Source: an optimization exercise on an open RTL-to-GDS flow (aim: small area). Production flows keep margins and buffers that such runs may drop.
The RTL was checked by simulation tests, not by an equivalence proof against the original design.
Power and IR drop assume default switching activity.

$ cat flow/design.v
package ex_isa_pkg;
    typedef logic [31:0] word_t;        
    typedef logic [4:0]  reg_idx_t;     
    typedef logic [4:0]  shamt_t;       
    typedef logic [6:0]  opcode_t;      
    typedef logic [2:0]  funct3_t;      
    typedef logic [6:0]  funct7_t;      
    localparam opcode_t OPC_OP     = 7'b0110011;     
    localparam opcode_t OPC_OP_IMM = 7'b0010011;     
    localparam opcode_t OPC_LUI    = 7'b0110111;     
    localparam opcode_t OPC_AUIPC  = 7'b0010111;     
    localparam opcode_t OPC_BRANCH = 7'b1100011;     
    localparam opcode_t OPC_JAL    = 7'b1101111;     
    localparam opcode_t OPC_JALR   = 7'b1100111;     
    localparam funct3_t F3_ADD  = 3'b000;     
    localparam funct3_t F3_SLL  = 3'b001;     
    localparam funct3_t F3_SLT  = 3'b010;     
    localparam funct3_t F3_SLTU = 3'b011;     
    localparam funct3_t F3_XOR  = 3'b100;
    localparam funct3_t F3_SR   = 3'b101;     
    localparam funct3_t F3_OR   = 3'b110;
    localparam funct3_t F3_AND  = 3'b111;
    localparam funct3_t F3_BEQ  = 3'b000;
    localparam funct3_t F3_BNE  = 3'b001;
    localparam funct3_t F3_BLT  = 3'b100;
    localparam funct3_t F3_BGE  = 3'b101;
    localparam funct3_t F3_BLTU = 3'b110;
    localparam funct3_t F3_BGEU = 3'b111;
    localparam funct3_t F3_JALR = 3'b000;     
    localparam funct7_t FUNCT7_BASE = 7'b0000000;     
    localparam funct7_t FUNCT7_ALT  = 7'b0100000;     
    localparam word_t INSTR_BYTES = 32'd4;     
endpackage
package ex_ctrl_pkg;
    typedef enum logic [3:0] {
        ALU_ADD,
        ALU_SUB,
        ALU_SLL,
        ALU_SLT,      
        ALU_SLTU,     
        ALU_XOR,
        ALU_SRL,
        ALU_SRA,      
        ALU_OR,
        ALU_AND
    } alu_op_e;
    typedef enum logic [1:0] {
        OPA_RS1,      
        OPA_PC,       
        OPA_ZERO      
    } opa_sel_e;
    typedef enum logic {
        OPB_RS2,
        OPB_IMM
    } opb_sel_e;
    typedef enum logic [3:0] {
        BR_NONE,      
        BR_EQ,
        BR_NE,
        BR_LT,
        BR_GE,
        BR_LTU,
        BR_GEU,
        BR_JAL,       
        BR_JALR       
    } br_cond_e;
    typedef enum logic {
        RES_ALU,
        RES_LINK      
    } res_sel_e;
endpackage
module ex_add32 (input logic [31:0] a, input logic [31:0] b, input logic ci, output logic [31:0] s, output logic co);
    logic [31:0] p0;
    assign p0 = a ^ b;
    logic g_0_0;  assign g_0_0 = ci;
    logic g_1_1, p_1_1;  assign g_1_1 = a[0] & b[0];  assign p_1_1 = p0[0];
    logic g_2_2, p_2_2;  assign g_2_2 = a[1] & b[1];  assign p_2_2 = p0[1];
    logic g_3_3, p_3_3;  assign g_3_3 = a[2] & b[2];  assign p_3_3 = p0[2];
    logic g_4_4, p_4_4;  assign g_4_4 = a[3] & b[3];  assign p_4_4 = p0[3];
    logic g_5_5, p_5_5;  assign g_5_5 = a[4] & b[4];  assign p_5_5 = p0[4];
    logic g_6_6, p_6_6;  assign g_6_6 = a[5] & b[5];  assign p_6_6 = p0[5];
    logic g_7_7, p_7_7;  assign g_7_7 = a[6] & b[6];  assign p_7_7 = p0[6];
    logic g_8_8, p_8_8;  assign g_8_8 = a[7] & b[7];  assign p_8_8 = p0[7];
    logic g_9_9, p_9_9;  assign g_9_9 = a[8] & b[8];  assign p_9_9 = p0[8];
    logic g_10_10, p_10_10;  assign g_10_10 = a[9] & b[9];  assign p_10_10 = p0[9];
    logic g_11_11, p_11_11;  assign g_11_11 = a[10] & b[10];  assign p_11_11 = p0[10];
    logic g_12_12, p_12_12;  assign g_12_12 = a[11] & b[11];  assign p_12_12 = p0[11];
    logic g_13_13, p_13_13;  assign g_13_13 = a[12] & b[12];  assign p_13_13 = p0[12];
    logic g_14_14, p_14_14;  assign g_14_14 = a[13] & b[13];  assign p_14_14 = p0[13];
    logic g_15_15, p_15_15;  assign g_15_15 = a[14] & b[14];  assign p_15_15 = p0[14];
    logic g_16_16, p_16_16;  assign g_16_16 = a[15] & b[15];  assign p_16_16 = p0[15];
    logic g_17_17, p_17_17;  assign g_17_17 = a[16] & b[16];  assign p_17_17 = p0[16];
    logic g_18_18, p_18_18;  assign g_18_18 = a[17] & b[17];  assign p_18_18 = p0[17];
    logic g_19_19, p_19_19;  assign g_19_19 = a[18] & b[18];  assign p_19_19 = p0[18];
    logic g_20_20, p_20_20;  assign g_20_20 = a[19] & b[19];  assign p_20_20 = p0[19];
    logic g_21_21, p_21_21;  assign g_21_21 = a[20] & b[20];  assign p_21_21 = p0[20];
    logic g_22_22, p_22_22;  assign g_22_22 = a[21] & b[21];  assign p_22_22 = p0[21];
    logic g_23_23, p_23_23;  assign g_23_23 = a[22] & b[22];  assign p_23_23 = p0[22];
    logic g_24_24, p_24_24;  assign g_24_24 = a[23] & b[23];  assign p_24_24 = p0[23];
    logic g_25_25, p_25_25;  assign g_25_25 = a[24] & b[24];  assign p_25_25 = p0[24];
    logic g_26_26, p_26_26;  assign g_26_26 = a[25] & b[25];  assign p_26_26 = p0[25];
    logic g_27_27, p_27_27;  assign g_27_27 = a[26] & b[26];  assign p_27_27 = p0[26];
    logic g_28_28, p_28_28;  assign g_28_28 = a[27] & b[27];  assign p_28_28 = p0[27];
    logic g_29_29, p_29_29;  assign g_29_29 = a[28] & b[28];  assign p_29_29 = p0[28];
    logic g_30_30, p_30_30;  assign g_30_30 = a[29] & b[29];  assign p_30_30 = p0[29];
    logic g_31_31, p_31_31;  assign g_31_31 = a[30] & b[30];  assign p_31_31 = p0[30];
    logic g_32_32, p_32_32;  assign g_32_32 = a[31] & b[31];  assign p_32_32 = p0[31];
    logic g_1_0;  assign g_1_0 = g_1_1 | (p_1_1 & g_0_0);
    logic g_2_0;  assign g_2_0 = g_2_2 | (p_2_2 & g_1_0);
    logic g_3_0;  assign g_3_0 = g_3_3 | (p_3_3 & g_2_0);
    logic g_4_0;  assign g_4_0 = g_4_4 | (p_4_4 & g_3_0);
    logic g_5_0;  assign g_5_0 = g_5_5 | (p_5_5 & g_4_0);
    logic g_6_0;  assign g_6_0 = g_6_6 | (p_6_6 & g_5_0);
    logic g_7_0;  assign g_7_0 = g_7_7 | (p_7_7 & g_6_0);
    logic g_8_0;  assign g_8_0 = g_8_8 | (p_8_8 & g_7_0);
    logic g_10_9;  assign g_10_9 = g_10_10 | (p_10_10 & g_9_9);
    logic p_10_9;  assign p_10_9 = p_10_10 & p_9_9;
    logic g_12_11;  assign g_12_11 = g_12_12 | (p_12_12 & g_11_11);
    logic p_12_11;  assign p_12_11 = p_12_12 & p_11_11;
    logic g_14_13;  assign g_14_13 = g_14_14 | (p_14_14 & g_13_13);
    logic p_14_13;  assign p_14_13 = p_14_14 & p_13_13;
    logic g_16_15;  assign g_16_15 = g_16_16 | (p_16_16 & g_15_15);
    logic p_16_15;  assign p_16_15 = p_16_16 & p_15_15;
    logic g_18_17;  assign g_18_17 = g_18_18 | (p_18_18 & g_17_17);
    logic p_18_17;  assign p_18_17 = p_18_18 & p_17_17;
    logic g_20_19;  assign g_20_19 = g_20_20 | (p_20_20 & g_19_19);
    logic p_20_19;  assign p_20_19 = p_20_20 & p_19_19;
    logic g_22_21;  assign g_22_21 = g_22_22 | (p_22_22 & g_21_21);
    logic p_22_21;  assign p_22_21 = p_22_22 & p_21_21;
    logic g_24_23;  assign g_24_23 = g_24_24 | (p_24_24 & g_23_23);
    logic p_24_23;  assign p_24_23 = p_24_24 & p_23_23;
    logic g_26_25;  assign g_26_25 = g_26_26 | (p_26_26 & g_25_25);
    logic p_26_25;  assign p_26_25 = p_26_26 & p_25_25;
    logic g_28_27;  assign g_28_27 = g_28_28 | (p_28_28 & g_27_27);
    logic p_28_27;  assign p_28_27 = p_28_28 & p_27_27;
    logic g_30_29;  assign g_30_29 = g_30_30 | (p_30_30 & g_29_29);
    logic p_30_29;  assign p_30_29 = p_30_30 & p_29_29;
    logic g_32_31;  assign g_32_31 = g_32_32 | (p_32_32 & g_31_31);
    logic p_32_31;  assign p_32_31 = p_32_32 & p_31_31;
    logic g_11_9;  assign g_11_9 = g_11_11 | (p_11_11 & g_10_9);
    logic p_11_9;  assign p_11_9 = p_11_11 & p_10_9;
    logic g_12_9;  assign g_12_9 = g_12_11 | (p_12_11 & g_10_9);
    logic p_12_9;  assign p_12_9 = p_12_11 & p_10_9;
    logic g_15_13;  assign g_15_13 = g_15_15 | (p_15_15 & g_14_13);
    logic p_15_13;  assign p_15_13 = p_15_15 & p_14_13;
    logic g_16_13;  assign g_16_13 = g_16_15 | (p_16_15 & g_14_13);
    logic p_16_13;  assign p_16_13 = p_16_15 & p_14_13;
    logic g_19_17;  assign g_19_17 = g_19_19 | (p_19_19 & g_18_17);
    logic p_19_17;  assign p_19_17 = p_19_19 & p_18_17;
    logic g_20_17;  assign g_20_17 = g_20_19 | (p_20_19 & g_18_17);
    logic p_20_17;  assign p_20_17 = p_20_19 & p_18_17;
    logic g_23_21;  assign g_23_21 = g_23_23 | (p_23_23 & g_22_21);
    logic p_23_21;  assign p_23_21 = p_23_23 & p_22_21;
    logic g_24_21;  assign g_24_21 = g_24_23 | (p_24_23 & g_22_21);
    logic p_24_21;  assign p_24_21 = p_24_23 & p_22_21;
    logic g_27_25;  assign g_27_25 = g_27_27 | (p_27_27 & g_26_25);
    logic p_27_25;  assign p_27_25 = p_27_27 & p_26_25;
    logic g_28_25;  assign g_28_25 = g_28_27 | (p_28_27 & g_26_25);
    logic p_28_25;  assign p_28_25 = p_28_27 & p_26_25;
    logic g_31_29;  assign g_31_29 = g_31_31 | (p_31_31 & g_30_29);
    logic p_31_29;  assign p_31_29 = p_31_31 & p_30_29;
    logic g_32_29;  assign g_32_29 = g_32_31 | (p_32_31 & g_30_29);
    logic p_32_29;  assign p_32_29 = p_32_31 & p_30_29;
    logic g_13_9;  assign g_13_9 = g_13_13 | (p_13_13 & g_12_9);
    logic p_13_9;  assign p_13_9 = p_13_13 & p_12_9;
    logic g_14_9;  assign g_14_9 = g_14_13 | (p_14_13 & g_12_9);
    logic p_14_9;  assign p_14_9 = p_14_13 & p_12_9;
    logic g_15_9;  assign g_15_9 = g_15_13 | (p_15_13 & g_12_9);
    logic p_15_9;  assign p_15_9 = p_15_13 & p_12_9;
    logic g_16_9;  assign g_16_9 = g_16_13 | (p_16_13 & g_12_9);
    logic p_16_9;  assign p_16_9 = p_16_13 & p_12_9;
    logic g_21_17;  assign g_21_17 = g_21_21 | (p_21_21 & g_20_17);
    logic p_21_17;  assign p_21_17 = p_21_21 & p_20_17;
    logic g_22_17;  assign g_22_17 = g_22_21 | (p_22_21 & g_20_17);
    logic p_22_17;  assign p_22_17 = p_22_21 & p_20_17;
    logic g_23_17;  assign g_23_17 = g_23_21 | (p_23_21 & g_20_17);
    logic p_23_17;  assign p_23_17 = p_23_21 & p_20_17;
    logic g_24_17;  assign g_24_17 = g_24_21 | (p_24_21 & g_20_17);
    logic p_24_17;  assign p_24_17 = p_24_21 & p_20_17;
    logic g_29_25;  assign g_29_25 = g_29_29 | (p_29_29 & g_28_25);
    logic p_29_25;  assign p_29_25 = p_29_29 & p_28_25;
    logic g_30_25;  assign g_30_25 = g_30_29 | (p_30_29 & g_28_25);
    logic p_30_25;  assign p_30_25 = p_30_29 & p_28_25;
    logic g_31_25;  assign g_31_25 = g_31_29 | (p_31_29 & g_28_25);
    logic p_31_25;  assign p_31_25 = p_31_29 & p_28_25;
    logic g_32_25;  assign g_32_25 = g_32_29 | (p_32_29 & g_28_25);
    logic p_32_25;  assign p_32_25 = p_32_29 & p_28_25;
    logic g_17_9;  assign g_17_9 = g_17_17 | (p_17_17 & g_16_9);
    logic p_17_9;  assign p_17_9 = p_17_17 & p_16_9;
    logic g_18_9;  assign g_18_9 = g_18_17 | (p_18_17 & g_16_9);
    logic p_18_9;  assign p_18_9 = p_18_17 & p_16_9;
    logic g_19_9;  assign g_19_9 = g_19_17 | (p_19_17 & g_16_9);
    logic p_19_9;  assign p_19_9 = p_19_17 & p_16_9;
    logic g_20_9;  assign g_20_9 = g_20_17 | (p_20_17 & g_16_9);
    logic p_20_9;  assign p_20_9 = p_20_17 & p_16_9;
    logic g_21_9;  assign g_21_9 = g_21_17 | (p_21_17 & g_16_9);
    logic p_21_9;  assign p_21_9 = p_21_17 & p_16_9;
    logic g_22_9;  assign g_22_9 = g_22_17 | (p_22_17 & g_16_9);
    logic p_22_9;  assign p_22_9 = p_22_17 & p_16_9;
    logic g_23_9;  assign g_23_9 = g_23_17 | (p_23_17 & g_16_9);
    logic p_23_9;  assign p_23_9 = p_23_17 & p_16_9;
    logic g_24_9;  assign g_24_9 = g_24_17 | (p_24_17 & g_16_9);
    logic p_24_9;  assign p_24_9 = p_24_17 & p_16_9;
    logic g_25_9;  assign g_25_9 = g_25_25 | (p_25_25 & g_24_9);
    logic p_25_9;  assign p_25_9 = p_25_25 & p_24_9;
    logic g_26_9;  assign g_26_9 = g_26_25 | (p_26_25 & g_24_9);
    logic p_26_9;  assign p_26_9 = p_26_25 & p_24_9;
    logic g_27_9;  assign g_27_9 = g_27_25 | (p_27_25 & g_24_9);
    logic p_27_9;  assign p_27_9 = p_27_25 & p_24_9;
    logic g_28_9;  assign g_28_9 = g_28_25 | (p_28_25 & g_24_9);
    logic p_28_9;  assign p_28_9 = p_28_25 & p_24_9;
    logic g_29_9;  assign g_29_9 = g_29_25 | (p_29_25 & g_24_9);
    logic p_29_9;  assign p_29_9 = p_29_25 & p_24_9;
    logic g_30_9;  assign g_30_9 = g_30_25 | (p_30_25 & g_24_9);
    logic p_30_9;  assign p_30_9 = p_30_25 & p_24_9;
    logic g_31_9;  assign g_31_9 = g_31_25 | (p_31_25 & g_24_9);
    logic p_31_9;  assign p_31_9 = p_31_25 & p_24_9;
    logic g_32_9;  assign g_32_9 = g_32_25 | (p_32_25 & g_24_9);
    logic p_32_9;  assign p_32_9 = p_32_25 & p_24_9;
    logic g_9_0;  assign g_9_0 = g_9_9 | (p_9_9 & g_8_0);
    logic g_10_0;  assign g_10_0 = g_10_9 | (p_10_9 & g_8_0);
    logic g_11_0;  assign g_11_0 = g_11_9 | (p_11_9 & g_8_0);
    logic g_12_0;  assign g_12_0 = g_12_9 | (p_12_9 & g_8_0);
    logic g_13_0;  assign g_13_0 = g_13_9 | (p_13_9 & g_8_0);
    logic g_14_0;  assign g_14_0 = g_14_9 | (p_14_9 & g_8_0);
    logic g_15_0;  assign g_15_0 = g_15_9 | (p_15_9 & g_8_0);
    logic g_16_0;  assign g_16_0 = g_16_9 | (p_16_9 & g_8_0);
    logic g_17_0;  assign g_17_0 = g_17_9 | (p_17_9 & g_8_0);
    logic g_18_0;  assign g_18_0 = g_18_9 | (p_18_9 & g_8_0);
    logic g_19_0;  assign g_19_0 = g_19_9 | (p_19_9 & g_8_0);
    logic g_20_0;  assign g_20_0 = g_20_9 | (p_20_9 & g_8_0);
    logic g_21_0;  assign g_21_0 = g_21_9 | (p_21_9 & g_8_0);
    logic g_22_0;  assign g_22_0 = g_22_9 | (p_22_9 & g_8_0);
    logic g_23_0;  assign g_23_0 = g_23_9 | (p_23_9 & g_8_0);
    logic g_24_0;  assign g_24_0 = g_24_9 | (p_24_9 & g_8_0);
    logic g_25_0;  assign g_25_0 = g_25_9 | (p_25_9 & g_8_0);
    logic g_26_0;  assign g_26_0 = g_26_9 | (p_26_9 & g_8_0);
    logic g_27_0;  assign g_27_0 = g_27_9 | (p_27_9 & g_8_0);
    logic g_28_0;  assign g_28_0 = g_28_9 | (p_28_9 & g_8_0);
    logic g_29_0;  assign g_29_0 = g_29_9 | (p_29_9 & g_8_0);
    logic g_30_0;  assign g_30_0 = g_30_9 | (p_30_9 & g_8_0);
    logic g_31_0;  assign g_31_0 = g_31_9 | (p_31_9 & g_8_0);
    logic g_32_0;  assign g_32_0 = g_32_9 | (p_32_9 & g_8_0);
    assign s[0] = p0[0] ^ g_0_0;
    assign s[1] = p0[1] ^ g_1_0;
    assign s[2] = p0[2] ^ g_2_0;
    assign s[3] = p0[3] ^ g_3_0;
    assign s[4] = p0[4] ^ g_4_0;
    assign s[5] = p0[5] ^ g_5_0;
    assign s[6] = p0[6] ^ g_6_0;
    assign s[7] = p0[7] ^ g_7_0;
    assign s[8] = p0[8] ^ g_8_0;
    assign s[9] = p0[9] ^ g_9_0;
    assign s[10] = p0[10] ^ g_10_0;
    assign s[11] = p0[11] ^ g_11_0;
    assign s[12] = p0[12] ^ g_12_0;
    assign s[13] = p0[13] ^ g_13_0;
    assign s[14] = p0[14] ^ g_14_0;
    assign s[15] = p0[15] ^ g_15_0;
    assign s[16] = p0[16] ^ g_16_0;
    assign s[17] = p0[17] ^ g_17_0;
    assign s[18] = p0[18] ^ g_18_0;
    assign s[19] = p0[19] ^ g_19_0;
    assign s[20] = p0[20] ^ g_20_0;
    assign s[21] = p0[21] ^ g_21_0;
    assign s[22] = p0[22] ^ g_22_0;
    assign s[23] = p0[23] ^ g_23_0;
    assign s[24] = p0[24] ^ g_24_0;
    assign s[25] = p0[25] ^ g_25_0;
    assign s[26] = p0[26] ^ g_26_0;
    assign s[27] = p0[27] ^ g_27_0;
    assign s[28] = p0[28] ^ g_28_0;
    assign s[29] = p0[29] ^ g_29_0;
    assign s[30] = p0[30] ^ g_30_0;
    assign s[31] = p0[31] ^ g_31_0;
    assign co = g_32_0;
endmodule
module ex_add11 (input logic [10:0] a, input logic [10:0] b, input logic ci, output logic [10:0] s, output logic co);
    logic [10:0] p0;
    assign p0 = a ^ b;
    logic g_0_0;  assign g_0_0 = ci;
    logic g_1_1, p_1_1;  assign g_1_1 = a[0] & b[0];  assign p_1_1 = p0[0];
    logic g_2_2, p_2_2;  assign g_2_2 = a[1] & b[1];  assign p_2_2 = p0[1];
    logic g_3_3, p_3_3;  assign g_3_3 = a[2] & b[2];  assign p_3_3 = p0[2];
    logic g_4_4, p_4_4;  assign g_4_4 = a[3] & b[3];  assign p_4_4 = p0[3];
    logic g_5_5, p_5_5;  assign g_5_5 = a[4] & b[4];  assign p_5_5 = p0[4];
    logic g_6_6, p_6_6;  assign g_6_6 = a[5] & b[5];  assign p_6_6 = p0[5];
    logic g_7_7, p_7_7;  assign g_7_7 = a[6] & b[6];  assign p_7_7 = p0[6];
    logic g_8_8, p_8_8;  assign g_8_8 = a[7] & b[7];  assign p_8_8 = p0[7];
    logic g_9_9, p_9_9;  assign g_9_9 = a[8] & b[8];  assign p_9_9 = p0[8];
    logic g_10_10, p_10_10;  assign g_10_10 = a[9] & b[9];  assign p_10_10 = p0[9];
    logic g_11_11, p_11_11;  assign g_11_11 = a[10] & b[10];  assign p_11_11 = p0[10];
    logic g_1_0;  assign g_1_0 = g_1_1 | (p_1_1 & g_0_0);
    logic g_3_2;  assign g_3_2 = g_3_3 | (p_3_3 & g_2_2);
    logic p_3_2;  assign p_3_2 = p_3_3 & p_2_2;
    logic g_5_4;  assign g_5_4 = g_5_5 | (p_5_5 & g_4_4);
    logic p_5_4;  assign p_5_4 = p_5_5 & p_4_4;
    logic g_7_6;  assign g_7_6 = g_7_7 | (p_7_7 & g_6_6);
    logic p_7_6;  assign p_7_6 = p_7_7 & p_6_6;
    logic g_9_8;  assign g_9_8 = g_9_9 | (p_9_9 & g_8_8);
    logic p_9_8;  assign p_9_8 = p_9_9 & p_8_8;
    logic g_11_10;  assign g_11_10 = g_11_11 | (p_11_11 & g_10_10);
    logic p_11_10;  assign p_11_10 = p_11_11 & p_10_10;
    logic g_2_0;  assign g_2_0 = g_2_2 | (p_2_2 & g_1_0);
    logic g_3_0;  assign g_3_0 = g_3_2 | (p_3_2 & g_1_0);
    logic g_6_4;  assign g_6_4 = g_6_6 | (p_6_6 & g_5_4);
    logic p_6_4;  assign p_6_4 = p_6_6 & p_5_4;
    logic g_7_4;  assign g_7_4 = g_7_6 | (p_7_6 & g_5_4);
    logic p_7_4;  assign p_7_4 = p_7_6 & p_5_4;
    logic g_10_8;  assign g_10_8 = g_10_10 | (p_10_10 & g_9_8);
    logic p_10_8;  assign p_10_8 = p_10_10 & p_9_8;
    logic g_11_8;  assign g_11_8 = g_11_10 | (p_11_10 & g_9_8);
    logic p_11_8;  assign p_11_8 = p_11_10 & p_9_8;
    logic g_4_0;  assign g_4_0 = g_4_4 | (p_4_4 & g_3_0);
    logic g_5_0;  assign g_5_0 = g_5_4 | (p_5_4 & g_3_0);
    logic g_6_0;  assign g_6_0 = g_6_4 | (p_6_4 & g_3_0);
    logic g_7_0;  assign g_7_0 = g_7_4 | (p_7_4 & g_3_0);
    logic g_8_0;  assign g_8_0 = g_8_8 | (p_8_8 & g_7_0);
    logic g_9_0;  assign g_9_0 = g_9_8 | (p_9_8 & g_7_0);
    logic g_10_0;  assign g_10_0 = g_10_8 | (p_10_8 & g_7_0);
    logic g_11_0;  assign g_11_0 = g_11_8 | (p_11_8 & g_7_0);
    assign s[0] = p0[0] ^ g_0_0;
    assign s[1] = p0[1] ^ g_1_0;
    assign s[2] = p0[2] ^ g_2_0;
    assign s[3] = p0[3] ^ g_3_0;
    assign s[4] = p0[4] ^ g_4_0;
    assign s[5] = p0[5] ^ g_5_0;
    assign s[6] = p0[6] ^ g_6_0;
    assign s[7] = p0[7] ^ g_7_0;
    assign s[8] = p0[8] ^ g_8_0;
    assign s[9] = p0[9] ^ g_9_0;
    assign s[10] = p0[10] ^ g_10_0;
    assign co = g_11_0;
endmodule
module ex_top (
    input  logic        clk,
    input  logic        reset,
    input  logic        in_valid,
    input  logic [31:0] pc,
    input  logic [31:0] instr,
    input  logic [31:0] rs1_data,
    input  logic [31:0] rs2_data,
    output logic        out_valid,
    output logic [31:0] result,
    output logic [4:0]  rd,
    output logic        rd_write,
    output logic        redirect,
    output logic        illegal,
    output logic [31:0] target
);
    logic [6:0] op;
    logic [2:0] f3;
    logic [6:0] f7;
    assign op = instr[6:0];
    assign f3 = instr[14:12];
    assign f7 = instr[31:25];
    logic is_op, is_opi, is_lui, is_auipc, is_br, is_jal, is_jalr;
    logic base, alt, legal, writes;
    assign is_op    = (op == 7'b0110011);
    assign is_opi   = (op == 7'b0010011);
    assign is_lui   = (op == 7'b0110111);
    assign is_auipc = (op == 7'b0010111);
    assign is_br    = (op == 7'b1100011);
    assign is_jal   = (op == 7'b1101111);
    assign is_jalr  = (op == 7'b1100111);
    assign base     = (f7 == 7'b0000000);
    assign alt      = (f7 == 7'b0100000);
    always_comb begin
        legal = 1'b0;
        if (is_op)
            legal = base || (alt && (f3 == 3'b000 || f3 == 3'b101));
        else if (is_opi)
            legal = (f3 == 3'b001) ? base : (f3 == 3'b101) ? (base || alt) : 1'b1;
        else if (is_lui || is_auipc || is_jal)
            legal = 1'b1;
        else if (is_br)
            legal = (f3[2:1] != 2'b01);
        else if (is_jalr)
            legal = (f3 == 3'b000);
    end
    assign writes = !is_br;
    logic jump, use_pc, use_rs1, use_rev, use_rs2, is_u, is_j, is_i, alu_mode, sub;
    assign jump     = instr[6] & instr[2];                   
    assign is_u     = instr[4] & instr[2];                   
    assign is_j     = instr[3];                              
    assign is_i     = !is_u && !is_j;                        
    assign alu_mode = instr[4] & !instr[2];                  
    assign use_pc   = instr[3] | (is_u & !instr[5]);         
    assign use_rev  = alu_mode & (f3 == 3'b001);             
    assign use_rs1  = (!instr[2] | (instr[6] & !instr[3])) & !use_rev;   
    assign use_rs2  = instr[5] & !instr[2];                  
    assign sub      = (!instr[4] & !instr[2]) | (alu_mode & ((f3[2:1] == 2'b01) |
                                               (instr[5] & f3 == 3'b000 & instr[30])));
    logic [31:0] imm_a, rs1_rev, opa, opb, opbx;
    assign imm_a[0]     = is_i & instr[20];
    assign imm_a[10:1]  = is_u ? 10'b0 : instr[30:21];
    assign imm_a[11]    = is_i ? instr[31] : (is_j & instr[20]);
    assign imm_a[19:12] = is_i ? {8{instr[31]}} : instr[19:12];
    assign imm_a[30:20] = is_u ? instr[30:20] : {11{instr[31]}};
    assign imm_a[31]    = instr[31];
    for (genvar i = 0; i < 32; i++) begin : g_rev
        assign rs1_rev[i] = rs1_data[31-i];
    end
    assign opa  = (rs1_data & {32{use_rs1}}) | (pc & {32{use_pc}}) | (rs1_rev & {32{use_rev}});
    assign opb  = use_rs2 ? rs2_data : imm_a;
    assign opbx = opb ^ {32{sub}};
    logic [31:0] suma, p, g;
    logic        carry;
    ex_add32 i_adda (.a(opa), .b(opbx), .ci(sub), .s(suma), .co(carry));
    assign p = opa ^ opbx;
    assign g = opa & opbx;
    logic ltu, lt, eq;
    assign ltu = !carry;
    assign lt  = ltu ^ opa[31] ^ opb[31];
    assign eq  = &p;
    logic        fill;
    logic [4:0]  shamt;
    logic [31:0] s0, s1, s2, s3, s4, shr;
    assign fill  = instr[30] & opa[31];
    assign shamt = opb[4:0];
    for (genvar i = 0; i < 32; i++) begin : g_sh
        assign s0[i]  = shamt[4] ? ((i < 16) ? opa[i+16] : fill) : opa[i];
        assign s1[i]  = shamt[3] ? ((i < 24) ? s0[i+8]   : fill) : s0[i];
        assign s2[i]  = shamt[2] ? ((i < 28) ? s1[i+4]   : fill) : s1[i];
        assign s3[i]  = shamt[1] ? ((i < 30) ? s2[i+2]   : fill) : s2[i];
        assign s4[i]  = shamt[0] ? ((i < 31) ? s3[i+1]   : fill) : s3[i];
        assign shr[i] = s4[i];
    end
    logic sel_add, sel_sll, sel_sr, sel_p, sel_g, sel_slt;
    assign sel_add = !alu_mode | (f3 == 3'b000);
    assign sel_sll = alu_mode & (f3 == 3'b001);
    assign sel_sr  = alu_mode & (f3 == 3'b101);
    assign sel_slt = alu_mode & (f3[2:1] == 2'b01);
    assign sel_p   = alu_mode & (f3 == 3'b100 || f3 == 3'b110);     
    assign sel_g   = alu_mode & (f3[2:1] == 2'b11);                 
    logic [31:0] alu_out;
    logic        slt_bit;
    assign slt_bit = f3[0] ? ltu : lt;
    for (genvar i = 0; i < 32; i++) begin : g_res
        assign alu_out[i] = (suma[i] & sel_add) | (p[i] & sel_p) | (g[i] & sel_g) |
                            (shr[i] & sel_sr) | (shr[31-i] & sel_sll) |
                            ((i == 0) & slt_bit & sel_slt);
    end
    logic        is_b, sgn, c12;
    logic [11:1] immb;
    logic [31:0] sumb;
    logic [31:12] xb, pxb;
    assign is_b       = !instr[2];
    assign immb[1]    = is_b & instr[8];
    assign immb[2]    = is_b ? instr[9] : 1'b1;
    assign immb[4:3]  = {2{is_b}} & instr[11:10];
    assign immb[10:5] = {6{is_b}} & instr[30:25];
    assign immb[11]   = is_b & instr[7];
    assign sgn        = is_b & instr[31];
    assign sumb[0]    = pc[0];
    ex_add11 i_addb (.a(pc[11:1]), .b(immb[11:1]), .ci(1'b0), .s(sumb[11:1]), .co(c12));
    assign xb = pc[31:12] ^ {20{sgn}};
    assign pxb[12] = 1'b1;
    for (genvar i = 13; i < 32; i++) begin : g_pxb
        assign pxb[i] = pxb[i-1] & xb[i-1];
    end
    assign sumb[31:12] = pc[31:12] ^ ({20{c12 ^ sgn}} & pxb);
    logic taken, cond;
    assign cond  = f3[2] ? (f3[1] ? ltu : lt) : eq;
    assign taken = cond ^ f3[0];
    logic        rd_write_d, redirect_d;
    logic [31:0] result_d, target_d;
    assign rd_write_d = legal && writes && (instr[11:7] != 5'd0);
    assign redirect_d = legal && (jump || (is_br && taken));
    assign result_d   = jump ? sumb : alu_out;
    assign target_d   = jump ? {suma[31:1], suma[0] & instr[3]} : sumb;
    always_ff @(posedge clk) begin
        if (reset) begin
            out_valid <= 1'b0;
            rd_write  <= 1'b0;
            redirect  <= 1'b0;
            illegal   <= 1'b0;
        end else begin
            out_valid <= in_valid;
            rd_write  <= in_valid && rd_write_d;
            redirect  <= in_valid && redirect_d;
            illegal   <= in_valid && !legal;
        end
    end
    always_ff @(posedge clk) begin
        result <= result_d;
        rd     <= instr[11:7];
        target <= target_d;
    end
endmodule
$ cat flow/flow/run.sh
#!/bin/bash
# The standard layout (standard.sh) with settings that save area:
# - synthesis maps with abc_area.script (resynthesis, delay-oriented mapping, then
#   area-only standard-cell mapping with mux matching) instead of ORFS's area
#   script; everything else in the ORFS scripts is unchanged,
# - no full/half adder cells extracted before ABC (ADDER_MAP_FILE empty), so
#   ABC maps the adders' gates with the rest of the logic,
# - port buffers from the smallest buffer cell,
# - synthesis buffers removed at floorplan, non-critical gates downsized after
#   global routing,
# - clock tree from clkbuf_8 without dummy loads.
set -euo pipefail
rm -rf scripts_abc
cp -r "$FLOW_HOME/scripts" scripts_abc
cp flow/abc_area.script scripts_abc/abc_area.script
cat >> "$FLOW_CONFIG" <<'EOC'
export BUFFER_PORTS_ARGS = -buffer_cell sky130_fd_sc_hd__buf_1
export REMOVE_ABC_BUFFERS = 1
export ADDER_MAP_FILE =
export RECOVER_POWER = 100
export CTS_ARGS = -sink_clustering_enable -repair_clock_nets -buf_list sky130_fd_sc_hd__clkbuf_8 -dont_use_dummy_load -sink_clustering_size 25 -sink_clustering_max_diameter 80
EOC
SCRIPTS_DIR="$PWD/scripts_abc" bash standard.sh > standard.log 2>&1
$ cat flow/flow/abc_area.script
strash
&get -n
&synch2
&nf -p
&put
strash
dch
amap -m -F 2
buffer -c
topo
stime -c
upsize -c
dnsize -c
$ cat flow/standard.sh
#!/bin/bash
# synth_recipe.tcl (not shown) runs the flow's synth.tcl, then flattens the netlist and writes it again
# the make line also repeats each setting of config.mk as NAME=value (left out here)
make -C /OpenROAD-flow-scripts/flow DESIGN_CONFIG=/design/flow/config.mk WORK_HOME=/design/flow/orfs CLKGATE_MAP_FILE= SYNTH_SCRIPT=/design/flow/synth_recipe.tcl "${@:-finish}"
$ cat flow/config.mk
export PLATFORM = sky130hd
export DESIGN_NAME = ex_top
export DESIGN_NICKNAME = ex_top
export VERILOG_FILES = /design/flow/design.v
export SDC_FILE = /design/flow/constraint.sdc
export NUM_CORES = 4
export LEC_CHECK = 0
export ABC_AREA = 1
export CAP_MARGIN = 20
export CORE_MARGIN = 2
export CORE_UTILIZATION = 50
export GPL_TIMING_DRIVEN = 0
export SLEW_MARGIN = 20
export BUFFER_PORTS_ARGS = -buffer_cell sky130_fd_sc_hd__buf_1
export REMOVE_ABC_BUFFERS = 1
export ADDER_MAP_FILE =
export RECOVER_POWER = 100
export CTS_ARGS = -sink_clustering_enable -repair_clock_nets -buf_list sky130_fd_sc_hd__clkbuf_8 -dont_use_dummy_load -sink_clustering_size 25 -sink_clustering_max_diameter 80
$ cat flow/constraint.sdc
create_clock -name core_clock -period 7.0 [get_ports {clk}]
set_input_delay 1.4000 -clock core_clock [delete_from_list [all_inputs] [get_ports {clk}]]
set_output_delay 1.4000 -clock core_clock [all_outputs]
set_load 0.01 [all_outputs]
==> results_dict.tcl, run 1 <==
set metrics [dict create \
    outcome "timing/DRC/antenna clean" \
    grt_pass1_vias 8927 \
    seqPwrFrac_pct 28.3 \
    clockPowerShare_pct 15.4 \
    gp_congestion 1.05 \
    core_area_um2 14600 \
    holdBufCountCts 0 \
    grt_max_degree 66 \
    avgSynthCellArea_um2 6.24 \
    antenna_found_initial 0 \
    slew_headroom_pct 26.7 \
    cp.required_ns 7.22 \
    min_from "instr[11]" \
    min_period_ns 6.74 \
    synth_cell_types 61 \
    dr_total_vias 10284 \
    die_height_um 126 \
    synth_ff_type "dfxtp_1" \
    crit_slowest_cell "a222oi_1" \
    utilization_pct 59.8 \
    p_int_w 0.000944 \
    switching_share_pct 47.5 \
    htreeDepth 3 \
    leakage_nw 3.28 \
    io-pin-count 204 \
    cts_inserted_buffers 9 \
    grt_pass1_wl_um 49100 \
    worstMarginPinSlew_ns 1.09 \
    p_sw_w 0.000855 \
    drc 0 \
    slew_viol_final 0 \
    power_w 0.00180 \
    drv_cap 0 \
    synth_edf_count 0 \
    timing_hold_violations_final 0 \
    area_growth_pct 16.5 \
    drtIter0Drc 1421 \
    cts_tree "yes" \
    hpwl_um 25300 \
    die_x_um 126 \
    arrival_ns 6.96 \
    core.rowCount 44 \
    cp_top_family "compound AO/OA/AOI/OAI gates" \
    grt_overflow 0 \
    clock_sinks 73 \
    start_util_pct 51.4 \
    cp_num_buf_inv 5 \
    ys_seq_area_share_pct 19.5 \
    critPathLaunch "instr[12]" \
    drive_gt1_share_pct 6.82 \
    peakVddDrop_v 0.000106 \
    setup.worst_path.class "input port to flop" \
    path_clk_slew_ns 0.09 \
    yosysWarnings 1 \
    min_path_type "input port to flop" \
    end_kind "flop" \
    dieArea_um2 16000 \
    nets 1496 \
    hold_end "rd[4]" \
    cp-start-kind "input port" \
    slowest_delay_ns 0.93 \
    postSynthCellCount 1201 \
    clk_path_buf_depth 2 \
    grt_use_total_pct 39.3 \
    crit_path_max_fanout 32 \
    wire_per_inst_um 21.6 \
    nFillCells 1491 \
    fmax_mhz 148 \
    drt_first_pass_iters 8 \
    crit_chain "buf_1 > inv_2 > nor2_2 > inv_2 > nor3_4 > buf_8 > nor2_4 > a222oi_1 > nor2_1 > a21oi_1 > nand4_1 > or2_2 > nor2_1 > a2111oi_4 > buf_4 > o21ai_2 > a31oi_2 > a21oi_1 > nor2_1 > a21oi_1 > o22ai_1 > nor4_1 > o22ai_1" \
    io_buffers 203 \
    routed_via_density 6.65 \
    cts-root-buf "clkbuf_8" \
    syn_area_um2 7490 \
    ant_nets 0 \
    ys_ff_latch 73 \
    wl_um 33500 \
    comb_power_share_pct 56.3 \
    powerDensity_nw_per_um2 206 \
    diodes 0 \
    finalCritPeriodShare_pct 96.3 \
    hold_path_depth 1 \
    setup_viol 0 \
    async_reset_ff_share_pct 0 \
]
==> per-layer routing <==
metal	vias up	GRT usage (%)	share of wire, %
li1	4872	-	-
met1	4551	50.3	38
met2	722	62.6	44
met3	139	6.54	11
met4	0	22.7	6.9
met5	-	0	0
==> placed cells by master, fill, tap and decap left out, types with 11 or more instances in the layout <==
| master | netlist | routed |
|---|---|---|
| a2111oi_0 | 13 | 12 |
| a21oi_1 | 123 | 122 |
| a221oi_1 | 15 | 15 |
| a222oi_1 | 41 | 41 |
| a31oi_1 | 12 | 12 |
| buf_1 | 3 | 201 |
| buf_4 | 1 | 12 |
| dfxtp_1 | 73 | 73 |
| inv_1 | 101 | 97 |
| inv_2 | 13 | 14 |
| nand2_1 | 97 | 95 |
| nor2_1 | 212 | 207 |
| nor3_1 | 12 | 11 |
| o21a_1 | 12 | 12 |
| o21ai_0 | 105 | 105 |
| o21ai_1 | 15 | 14 |
| o221ai_1 | 18 | 18 |
| o22a_1 | 26 | 26 |
| o22ai_1 | 132 | 131 |
==> state kept, by name (all words and copies together), names as in the netlist <==
name,flops
illegal,1
rd,5
result,32
target,32
out_valid,1
redirect,1
rd_write,1
==> kinds of logic (layout without fill, tap and decap cells) <==
kind of cell,after synthesis,after routing,share of synthesized area [%]
mux,1,1,0.134
flops,73,73,19.5
simple gates,366,366,20.2
buf+inv,194,354,9.92
xor+xnor,1,1,0.117
compound gates,566,568,50.2
==> per-stage QoR <==
| stage | std cells | setup TNS [ns] | hold slack [ns] | worst slack, ns | cell area (um^2) |
|---|---|---|---|---|---|
| after floorplan | 1124 | -15.02 | 1.43 | -0.818 | 7190 |
| after global routing | 1547 | -0.0300 | 1.15 | -0.0222 | 8730 |
| after global placement | 1511 | -184.30 | 1.55 | -3.85 | 8180 |
| after CTS | 1531 | 0 | 1.14 | 0.00161 | 8580 |
| final | 1547 | 0 | 1.15 | 0.258 | 8730 |
| after detailed placement | 1522 | -47.45 | 1.55 | -1.58 | 8420 |
==> Yosys cell counts, types with 4 or more instances <==
| master | n | area (um^2) |
|---|---|---|
| nand2_1 | 97 | 364 |
| a31oi_1 | 12 | 75.1 |
| o221ai_1 | 18 | 158 |
| a222oi_1 | 41 | 410 |
| o211ai_1 | 6 | 45.0 |
| o21ai_2 | 6 | 52.6 |
| a2111oi_0 | 13 | 114 |
| nor3_1 | 12 | 60.1 |
| o21ai_1 | 15 | 75.1 |
| a221oi_1 | 15 | 131 |
| or2_2 | 5 | 31.3 |
| nor2b_1 | 9 | 56.3 |
| o32a_1 | 5 | 50.1 |
| buf_2 | 7 | 35.0 |
| dfxtp_1 | 73 | 1460 |
| inv_2 | 13 | 48.8 |
| o22a_1 | 26 | 228 |
| o22ai_1 | 132 | 826 |
| nand3_1 | 4 | 20.0 |
| nor2_1 | 212 | 796 |
| nand4_1 | 5 | 31.3 |
| a22oi_1 | 9 | 67.6 |
| inv_1 | 101 | 379 |
| clkbuf_1 | 66 | 248 |
| o21ai_0 | 105 | 526 |
| nor4_1 | 10 | 62.6 |
| o21a_1 | 12 | 90.1 |
| a32oi_1 | 5 | 43.8 |
| a21oi_1 | 123 | 616 |
==> timing repair <==
action | 4_1_cts | 5_1_grt
setup endpoints to repair | 53 | 25
hold endpoints to repair | 0 | 0
resized for setup | 9 | 5
setup buffers | 0 | 12
pin swaps | 1 | 8
cloned | 0 | 3
==> worst max-delay path by stage <==
stage	end	slack (ns)	depth (start not counted)
floorplan	result[31]	-0.82	23
global placement	result[26]	-3.85	26
detailed placement	redirect	-1.58	27
CTS	result[22]	0.002	28
global route	result[0]	-0.02	26
finish	result[31]	0.26	23
==> power groups by stage <==
stage / logic [W] / clock network, W / registers [W]
global placement: 0.000941 / 0 / 0.000517
detailed placement: 0.000956 / 0 / 0.000518
floorplan: 0.000603 / 0 / 0.000558
CTS: 0.000964 / 0.000278 / 0.000509
finish: 0.00101 / 0.000277 / 0.000509
global route: 0.00109 / 0.000295 / 0.000515
==> layout make-up <==
cell class	count	area, um^2	share of cell area [%]
Timing Repair Buffer	227	1020	11.7
Inverter	117	447	5.12
Tap cell	184	230	2.64
Sequential cell	73	1460	16.7
Clock buffer	9	124	1.42
Multi-Input combinational cell	936	5440	62.3
Timing Repair inverter	1	5.00	0.0573
==> inputs of run 2 (changes only) <==
--- a/flow/design.v
+++ b/flow/design.v
@@ -303,20 +303,16 @@
     logic p_11_10;  assign p_11_10 = p_11_11 & p_10_10;
-    logic g_2_0;  assign g_2_0 = g_2_2 | (p_2_2 & g_1_0);
     logic g_3_0;  assign g_3_0 = g_3_2 | (p_3_2 & g_1_0);
-    logic g_6_4;  assign g_6_4 = g_6_6 | (p_6_6 & g_5_4);
-    logic p_6_4;  assign p_6_4 = p_6_6 & p_5_4;
     logic g_7_4;  assign g_7_4 = g_7_6 | (p_7_6 & g_5_4);
     logic p_7_4;  assign p_7_4 = p_7_6 & p_5_4;
-    logic g_10_8;  assign g_10_8 = g_10_10 | (p_10_10 & g_9_8);
-    logic p_10_8;  assign p_10_8 = p_10_10 & p_9_8;
     logic g_11_8;  assign g_11_8 = g_11_10 | (p_11_10 & g_9_8);
     logic p_11_8;  assign p_11_8 = p_11_10 & p_9_8;
-    logic g_4_0;  assign g_4_0 = g_4_4 | (p_4_4 & g_3_0);
-    logic g_5_0;  assign g_5_0 = g_5_4 | (p_5_4 & g_3_0);
-    logic g_6_0;  assign g_6_0 = g_6_4 | (p_6_4 & g_3_0);
     logic g_7_0;  assign g_7_0 = g_7_4 | (p_7_4 & g_3_0);
-    logic g_8_0;  assign g_8_0 = g_8_8 | (p_8_8 & g_7_0);
-    logic g_9_0;  assign g_9_0 = g_9_8 | (p_9_8 & g_7_0);
-    logic g_10_0;  assign g_10_0 = g_10_8 | (p_10_8 & g_7_0);
     logic g_11_0;  assign g_11_0 = g_11_8 | (p_11_8 & g_7_0);
+    logic g_5_0;  assign g_5_0 = g_5_4 | (p_5_4 & g_3_0);
+    logic g_9_0;  assign g_9_0 = g_9_8 | (p_9_8 & g_7_0);
+    logic g_2_0;  assign g_2_0 = g_2_2 | (p_2_2 & g_1_0);
+    logic g_4_0;  assign g_4_0 = g_4_4 | (p_4_4 & g_3_0);
+    logic g_6_0;  assign g_6_0 = g_6_6 | (p_6_6 & g_5_0);
+    logic g_8_0;  assign g_8_0 = g_8_8 | (p_8_8 & g_7_0);
+    logic g_10_0;  assign g_10_0 = g_10_10 | (p_10_10 & g_9_0);
     assign s[0] = p0[0] ^ g_0_0;
--- a/flow/config.mk
+++ b/flow/config.mk
@@ -10,3 +10,3 @@
 export CORE_MARGIN = 2
-export CORE_UTILIZATION = 50
+export CORE_UTILIZATION = 45
 export GPL_TIMING_DRIVEN = 0
==> run 2 against run 1 <==
Still clean on timing, DRC and antenna. Cell area grew 3.5%. Combinational power hardly changed. Sequential share of layout area fell by 0.56 points. Setup slack worse by 0.012 ns. Utilization shrank 5.4 points. Critical endpoint unchanged.
==> results_dict.tcl, run 2 <==
set metrics [dict create \
    outcome "timing/DRC/antenna clean" \
    grt_pass1_vias 9105 \
    die_height_um 134 \
    seqPwrFrac_pct 27.9 \
    clock_sinks 73 \
    grt_pass1_wl_um 51300 \
    slowest_delay_ns 0.71 \
    comb_power_share_pct 56.7 \
    p_int_w 0.000948 \
    grt_max_degree 40 \
    hold_end "rd[1]" \
    wire_per_inst_um 21.7 \
    switching_share_pct 47.8 \
    power_w 0.00182 \
    synth_cell_types 64 \
    hpwl_um 26300 \
    postSynthCellCount 1216 \
    hold_path_depth 1 \
    drive_gt1_share_pct 8.30 \
    ant_nets 0 \
    synth_edf_count 0 \
    synth_area_leaders "dfxtp_1 19%, o22ai_1 11%, nor2_1 11%, a21oi_1 7.8%, o21ai_0 7.1%" \
    drc 0 \
    area_growth_pct 18.5 \
    antenna_found_initial 1 \
    io-pin-count 204 \
    fmax_mhz 148 \
    yosysMostFrequentCell "nor2_1" \
    peakVddDrop_v 0.000104 \
    gp_congestion 0.998 \
    layout_commonest_cell "nor2_1" \
    synth_ff_type "dfxtp_1" \
    cts-root-buf "clkbuf_8" \
    yosysWarnings 1 \
    syn_area_um2 7620 \
    clk_path_buf_depth 2 \
    timing_hold_violations_final 0 \
    grtUsageMet2_pct 54.3 \
    drtIter0Drc 1487 \
    cp-start-kind "input port" \
    dieArea_um2 18000 \
    end_kind "flop" \
    p_sw_w 0.000869 \
    core.rowCount 47 \
    arrival_ns 7.02 \
    grt_overflow 0 \
    synth_largest_area_cell "dfxtp_1" \
    avgSynthCellArea_um2 6.27 \
    htreeDepth 3 \
    powerDensity_nw_per_um2 201 \
    yosysTopAreaCellShare_pct 19.2 \
    cts_tree "yes" \
    clockPowerShare_pct 15.4 \
    grtUsageMet3_pct 13.4 \
    cp.required_ns 7.27 \
    min_from "instr[8]" \
    io_buffers 203 \
    most-common-layout-cells "217 x nor2_1, 199 x buf_1, 137 x o22ai_1" \
    crit_path_max_fanout 18 \
    rsz0062_at_grt "false" \
    drv_cap 0 \
    top_usage_layer "met2" \
    ys_ff_latch 73 \
    path_clk_slew_ns 0.08 \
    setup_viol 0 \
    synth_common_cells "222 x nor2_1, 138 x o22ai_1, 119 x a21oi_1, 108 x o21ai_0, 107 x inv_1" \
    min_path_type "input port to flop" \
    worstMarginPinSlew_ns 1.08 \
    cts_inserted_buffers 9 \
    die_x_um 134 \
    nets 1518 \
    wl_um 34800 \
    diodes 0 \
    leakage_nw 3.34 \
    grt_use_total_pct 37.2 \
    ys_seq_area_share_pct 19.2 \
    holdBufCountCts 0 \
    async_reset_ff_share_pct 0 \
    dr_total_vias 10345 \
    fin_hold_ws_ns 1.16 \
    start_util_pct 46.0 \
    crit_slowest_cell "a222oi_1" \
    met1_usage_pct 50.1 \
    routed_via_density 6.45 \
    setup.worst_path.class "input port to flop" \
    slew_headroom_pct 27.8 \
    top_regs "result: 32 flops, target: 32 flops, rd: 5 flops" \
    slew_viol_final 0 \
    finalCritPeriodShare_pct 96.5 \
    drt_first_pass_iters 7 \
    min_period_ns 6.75 \
    core_area_um2 16600 \
]
==> run 2: changes by cell type in the layout (fill, tap and decap cells not counted), sizes merged, moves of 5 or more <==
cell    change
inv        +11
o22a        -5
o221ai      +7
o21a        -5
o22ai       +6
a222oi      -5
nor2       +13
nand2       -8
o21ai       +6
buf         +5
==> run 2: how the worst max path moves through the flow <==
| stage | to | start | depth (start not counted) | slack, ns |
|---|---|---|---|---|
| floorplan | result[31] | instr[5] | 26 | -0.43 |
| global placement | result[23] | instr[2] | 27 | -3.77 |
| detailed placement | result[31] | instr[2] | 27 | -1.51 |
| CTS | result[31] | instr[2] | 26 | 0.05 |
| global route | result[23] | instr[2] | 29 | 0.04 |
| finish | result[31] | instr[2] | 25 | 0.25 |
==> run 2: metrics by stage <==
stage	TNS, ns	worst slack [ns]	std cells	utilization, %	instance area (um^2)
finish	0	0.247	1605	54.5	9030
global route	0	0.0390	1605	54.5	9030
CTS	0	0.0482	1596	54.0	8950
detailed placement	-42.34	-1.51	1580	52.6	8730
global placement	-186.69	-3.77	1561	50.3	8350
floorplan	-2.92	-0.430	1138	-	7310
==> run 2: power by group through the flow <==
stage	Combinational (W)	Clock [W]	Sequential [W]
6_report	0.00103	0.000279	0.000507
5_1_grt	0.00111	0.000296	0.000513
4_1_cts	0.000986	0.000286	0.000508
3_5_place_dp	0.000971	0	0.000518
3_3_place_gp	0.000948	0	0.000517
2_1_floorplan	0.000602	0	0.000558
==> run 2: worst max-delay path: cells and delay by family <==
kind / cells / cell delay (ns)
and+or+nand+nor: 8 / 2.09
buffers and inverters: 7 / 1.14
AOI/OAI and AO/OA: 10 / 2.36
==> run 2: cell families after synthesis <==
family | count (synthesis) | share of synthesized area, %
flops | 73 | 19.2
buf+inv | 205 | 10.4
compound gates | 565 | 49.7
simple gates | 371 | 20.6
xor+xnor | 2 | 0.230
==> run 2: what timing repair did <==
action                                  CTS  global route
gates cloned                              3             0
endpoints found under the setup margin   50            13
endpoints found under the hold margin     0             0
buffers inserted                          4             9
gates resized for setup                   8            13
pin swaps                                 7             6
==> run 2: layout make-up <==
type                       instances  area (um^2)
timing repair inverter             1         5.00
multi-input combinational        940         5520
inverter                         127          492
timing repair buffer             235         1160
tap                              220          275
sequential                        73         1460
fill                            1774         7550
clock buffer                       9          124
==> run 2: per-layer routing <==
layer	wire length, um	vias up	share of wire (%)
met5	112	-	0.32
met4	976	4	2.8
met3	4640	71	13
met2	14600	671	42
met1	14500	4677	42
li1	-	4922	-
==> inputs of run 3 (changes only) <==
--- a/flow/design.v
+++ b/flow/design.v
@@ -293,4 +293,4 @@
     logic g_1_0;  assign g_1_0 = g_1_1 | (p_1_1 & g_0_0);
-    logic g_3_2;  assign g_3_2 = g_3_3 | (p_3_3 & g_2_2);
-    logic p_3_2;  assign p_3_2 = p_3_3 & p_2_2;
+    logic g_2_0;  assign g_2_0 = g_2_2 | (p_2_2 & g_1_0);
+    logic g_3_0;  assign g_3_0 = g_3_3 | (p_3_3 & g_2_0);
     logic g_5_4;  assign g_5_4 = g_5_5 | (p_5_5 & g_4_4);
@@ -303,16 +303,26 @@
     logic p_11_10;  assign p_11_10 = p_11_11 & p_10_10;
-    logic g_3_0;  assign g_3_0 = g_3_2 | (p_3_2 & g_1_0);
+    logic g_6_4;  assign g_6_4 = g_6_6 | (p_6_6 & g_5_4);
+    logic p_6_4;  assign p_6_4 = p_6_6 & p_5_4;
     logic g_7_4;  assign g_7_4 = g_7_6 | (p_7_6 & g_5_4);
     logic p_7_4;  assign p_7_4 = p_7_6 & p_5_4;
+    logic g_10_8;  assign g_10_8 = g_10_10 | (p_10_10 & g_9_8);
+    logic p_10_8;  assign p_10_8 = p_10_10 & p_9_8;
     logic g_11_8;  assign g_11_8 = g_11_10 | (p_11_10 & g_9_8);
     logic p_11_8;  assign p_11_8 = p_11_10 & p_9_8;
-    logic g_7_0;  assign g_7_0 = g_7_4 | (p_7_4 & g_3_0);
-    logic g_11_0;  assign g_11_0 = g_11_8 | (p_11_8 & g_7_0);
-    logic g_5_0;  assign g_5_0 = g_5_4 | (p_5_4 & g_3_0);
-    logic g_9_0;  assign g_9_0 = g_9_8 | (p_9_8 & g_7_0);
-    logic g_2_0;  assign g_2_0 = g_2_2 | (p_2_2 & g_1_0);
+    logic g_8_4;  assign g_8_4 = g_8_8 | (p_8_8 & g_7_4);
+    logic p_8_4;  assign p_8_4 = p_8_8 & p_7_4;
+    logic g_9_4;  assign g_9_4 = g_9_8 | (p_9_8 & g_7_4);
+    logic p_9_4;  assign p_9_4 = p_9_8 & p_7_4;
+    logic g_10_4;  assign g_10_4 = g_10_8 | (p_10_8 & g_7_4);
+    logic p_10_4;  assign p_10_4 = p_10_8 & p_7_4;
+    logic g_11_4;  assign g_11_4 = g_11_8 | (p_11_8 & g_7_4);
+    logic p_11_4;  assign p_11_4 = p_11_8 & p_7_4;
     logic g_4_0;  assign g_4_0 = g_4_4 | (p_4_4 & g_3_0);
-    logic g_6_0;  assign g_6_0 = g_6_6 | (p_6_6 & g_5_0);
-    logic g_8_0;  assign g_8_0 = g_8_8 | (p_8_8 & g_7_0);
-    logic g_10_0;  assign g_10_0 = g_10_10 | (p_10_10 & g_9_0);
+    logic g_5_0;  assign g_5_0 = g_5_4 | (p_5_4 & g_3_0);
+    logic g_6_0;  assign g_6_0 = g_6_4 | (p_6_4 & g_3_0);
+    logic g_7_0;  assign g_7_0 = g_7_4 | (p_7_4 & g_3_0);
+    logic g_8_0;  assign g_8_0 = g_8_4 | (p_8_4 & g_3_0);
+    logic g_9_0;  assign g_9_0 = g_9_4 | (p_9_4 & g_3_0);
+    logic g_10_0;  assign g_10_0 = g_10_4 | (p_10_4 & g_3_0);
+    logic g_11_0;  assign g_11_0 = g_11_4 | (p_11_4 & g_3_0);
     assign s[0] = p0[0] ^ g_0_0;
==> run 3 against run 2 <==
First-iteration DRC count down 5.0%. Sequential power about the same. Cell count up 0.12%. Combinational power about the same. Utilization down 0.81 points. Flip-flop and latch count unchanged. Synthesized cell count up 1.3%.
==> results_dict.tcl, run 3 <==
set metrics [dict create \
    ys_ff_latch 73 \
    synth_largest_area_cell "dfxtp_1" \
    fmax_mhz 148 \
    nets 1520 \
    htreeDepth 3 \
    holdBufCountCts 0 \
    yosysTopAreaCellShare_pct 19.1 \
    io_buffers 203 \
    leakage_nw 3.33 \
    seqPwrFrac_pct 28.1 \
    dp_worst_setup_slack_ns -1.28 \
    slowest_delay_ns 0.92 \
    slew_viol_final 0 \
    crit_slowest_cell "a222oi_1" \
    p_sw_w 0.000873 \
    gp_congestion 1.05 \
    worstMarginPinSlew_ns 1.11 \
    ys_seq_area_share_pct 19.1 \
    cts_inserted_buffers 9 \
    die_height_um 134 \
    synth_cell_types 61 \
    postSynthCellCount 1232 \
    wire_per_inst_um 22.5 \
    setup.worst_path.class "input port to flop" \
    slew_headroom_pct 26.1 \
    end_kind "flop" \
    path_clk_slew_ns 0.09 \
    drtIter0Drc 1412 \
    cts_tree "yes" \
    core.rowCount 47 \
    crit_path_max_fanout 16 \
    layout_commonest_cell "nor2_1" \
    min_period_ns 6.77 \
    clockPowerShare_pct 15.2 \
    hpwl_um 27100 \
    drv_cap 0 \
    dieArea_um2 18000 \
    min_path_type "input port to flop" \
    yosysMostFrequentCell "nor2_1" \
    cpMostUsedCell "o21ai_2" \
    worst_slack_ns 0.232 \
    placed_cells 1587 \
    arrival_ns 7.04 \
    start_util_pct 46.0 \
    powerDensity_nw_per_um2 204 \
    finalCritPeriodShare_pct 96.7 \
    ant_nets 0 \
    antenna_found_initial 0 \
    synth_ff_type "dfxtp_1" \
    synth_common_cells "208 x nor2_1, 134 x a21oi_1, 133 x o22ai_1, 130 x o21ai_0, 111 x inv_1" \
    synth_area_leaders "dfxtp_1 19%, o22ai_1 11%, nor2_1 10%, a21oi_1 8.8%, o21ai_0 8.5%" \
    synth_edf_count 0 \
    cts-root-buf "clkbuf_8" \
    grt_overflow 0 \
    area_growth_pct 16.6 \
    clock_sinks 73 \
    die_x_um 134 \
    switching_share_pct 48.2 \
    utilization_pct 53.7 \
    setup_viol 0 \
    comb_power_share_pct 56.8 \
    grt_use_total_pct 37.8 \
    drt_first_pass_iters 9 \
    drc 0 \
    dr_total_vias 10519 \
    grt_pass1_wl_um 51900 \
    outcome "timing/DRC/antenna clean" \
    cp.required_ns 7.27 \
    drive_gt1_share_pct 6.49 \
    final_cell_count_no_fill 1607 \
    cp-start-kind "input port" \
    wl_um 36200 \
    avgSynthCellArea_um2 6.20 \
    clk_path_buf_depth 2 \
    grt_max_degree 66 \
    routed_via_density 6.55 \
    grt_pass1_vias 9081 \
    peakVddDrop_v 0.000113 \
    io-pin-count 204 \
    syn_area_um2 7630 \
    async_reset_ff_share_pct 0 \
    yosysWarnings 1 \
    most-common-layout-cells "206 x nor2_1, 200 x buf_1, 133 x o21ai_0" \
    core_area_um2 16600 \
    p_int_w 0.000940 \
    top_regs "result: 32 flops, target: 32 flops, rd: 5 flops" \
    diodes 0 \
    power_w 0.00181 \
    timing_hold_violations_final 0 \
]
## run 3: changes by cell type in the layout (fill, tap and decap cells not counted), moves of 5 or more
cell      previous run  this run
nor4_1               6        13
o21ai_0            109       133
nor2_1             217       206
o22ai_1            137       130
buf_4               13         5
inv_2               16         6
o21a_1               7        13
o22a_1              21        26
a21oi_1            119       131
a221oi_1            16         0
## run 3: timing repair
item,4_1_cts,5_1_grt
gates cloned,1,3
setup endpoints to repair,31,16
pin swaps,2,2
resized for setup,8,19
buffers inserted,2,4
## run 3: routing by layer
layer,track usage (%),vias to the layer above,share of wire (%),routed length (um)
met5,0,-,0,0
met4,26.6,0,7.5,2710
met3,5.59,147,9.5,3440
met2,59.1,720,44,15800
met1,47.7,4702,39,14200
li1,-,4950,-,-
## run 3: critical path, delay by kind of cell
kind,cells,cell delay (ns)
AO/OA/AOI/OAI,16,3.47
buffers and inverters,4,0.99
AND/OR/NAND/NOR,7,1.14
## run 3: cell type report
class / instances / area (um^2)
Inverter: 123 / 483
Fill cell: 1782 / 7690
Sequential cell: 73 / 1460
Clock buffer: 9 / 124
Tap cell: 220 / 275
Timing Repair inverter: 2 / 10.0
Multi-Input combinational cell: 962 / 5560
Timing Repair Buffer: 218 / 985
## run 3: final timing paths
path  cells past startpoint  slack (ns)      start    endpoint
max                      27        0.23   instr[2]  result[30]
min                       1        1.15  instr[10]       rd[3]
## run 3: power groups by stage
stage	clock (W)	combinational, W	sequential (W)
3_3_place_gp	0	0.000961	0.000516
3_5_place_dp	0	0.000974	0.000518
6_report	0.000275	0.00103	0.000509
2_1_floorplan	0	0.000604	0.000558
5_1_grt	0.000295	0.00110	0.000515
4_1_cts	0.000278	0.000983	0.000509
## run 3: kinds of logic (layout without fill, tap and decap cells)
kind of cell | count (synthesis) | after routing | synth area share [%]
and+or+nand+nor | 371 | 373 | 20.8
AOI/OAI and AO/OA | 588 | 588 | 49.9
xor gates and xnor gates | 1 | 1 | 0.115
buffers and inverters | 199 | 352 | 10.0
DFF | 73 | 73 | 19.1
## run 3: stage by stage
stage	TNS (ns)	hold WS (ns)	cell area (um^2)
floorplan	-14.95	1.43	7330
global placement	-179.61	1.57	8370
detailed placement	-22.24	1.56	8600
CTS	0	1.15	8770
global route	-0.00410	1.15	8900
finish	0	1.15	8900

port drivers added, routing unchanged:
No port has a modelled driver above. Below, the same layouts with a new extraction and two added sets of constraints.
Step 1 (the two cells are an assumption about what drives the block):
set clk [get_ports {clk}]
set_driving_cell -lib_cell sky130_fd_sc_hd__clkbuf_16 $clk
set_driving_cell -lib_cell sky130_fd_sc_hd__buf_2 [delete_from_list [all_inputs] $clk]
Step 2 adds t to the input delays and takes it off the output delays; t is the mean of the earliest and latest rising clock arrival at the registers after step 1. Input paths then give back, and output paths get back, about the clock's delay inside the block.
a / b / c = no drivers / after step 1 / after step 2; a / b = the first two.
| run | t (ns) | setup WS [ns] | hold slack, ns |
|---|---|---|---|
| run 1 | 0.416 | 0.258 / 0.263 / -0.153 | 1.146 / 1.127 / 1.543 |
| run 2 | 0.414 | 0.247 / 0.263 / -0.151 | 1.163 / 1.144 / 1.558 |
| run 3 | 0.427 | 0.232 / 0.250 / -0.177 | 1.154 / 1.139 / 1.566 |
With both steps, setup timing fails in every run listed, where it was met with ideal ports. The setup slack of run 1, which loses most, moves by +0.005 ns with the drivers and by -0.411 ns with both steps.
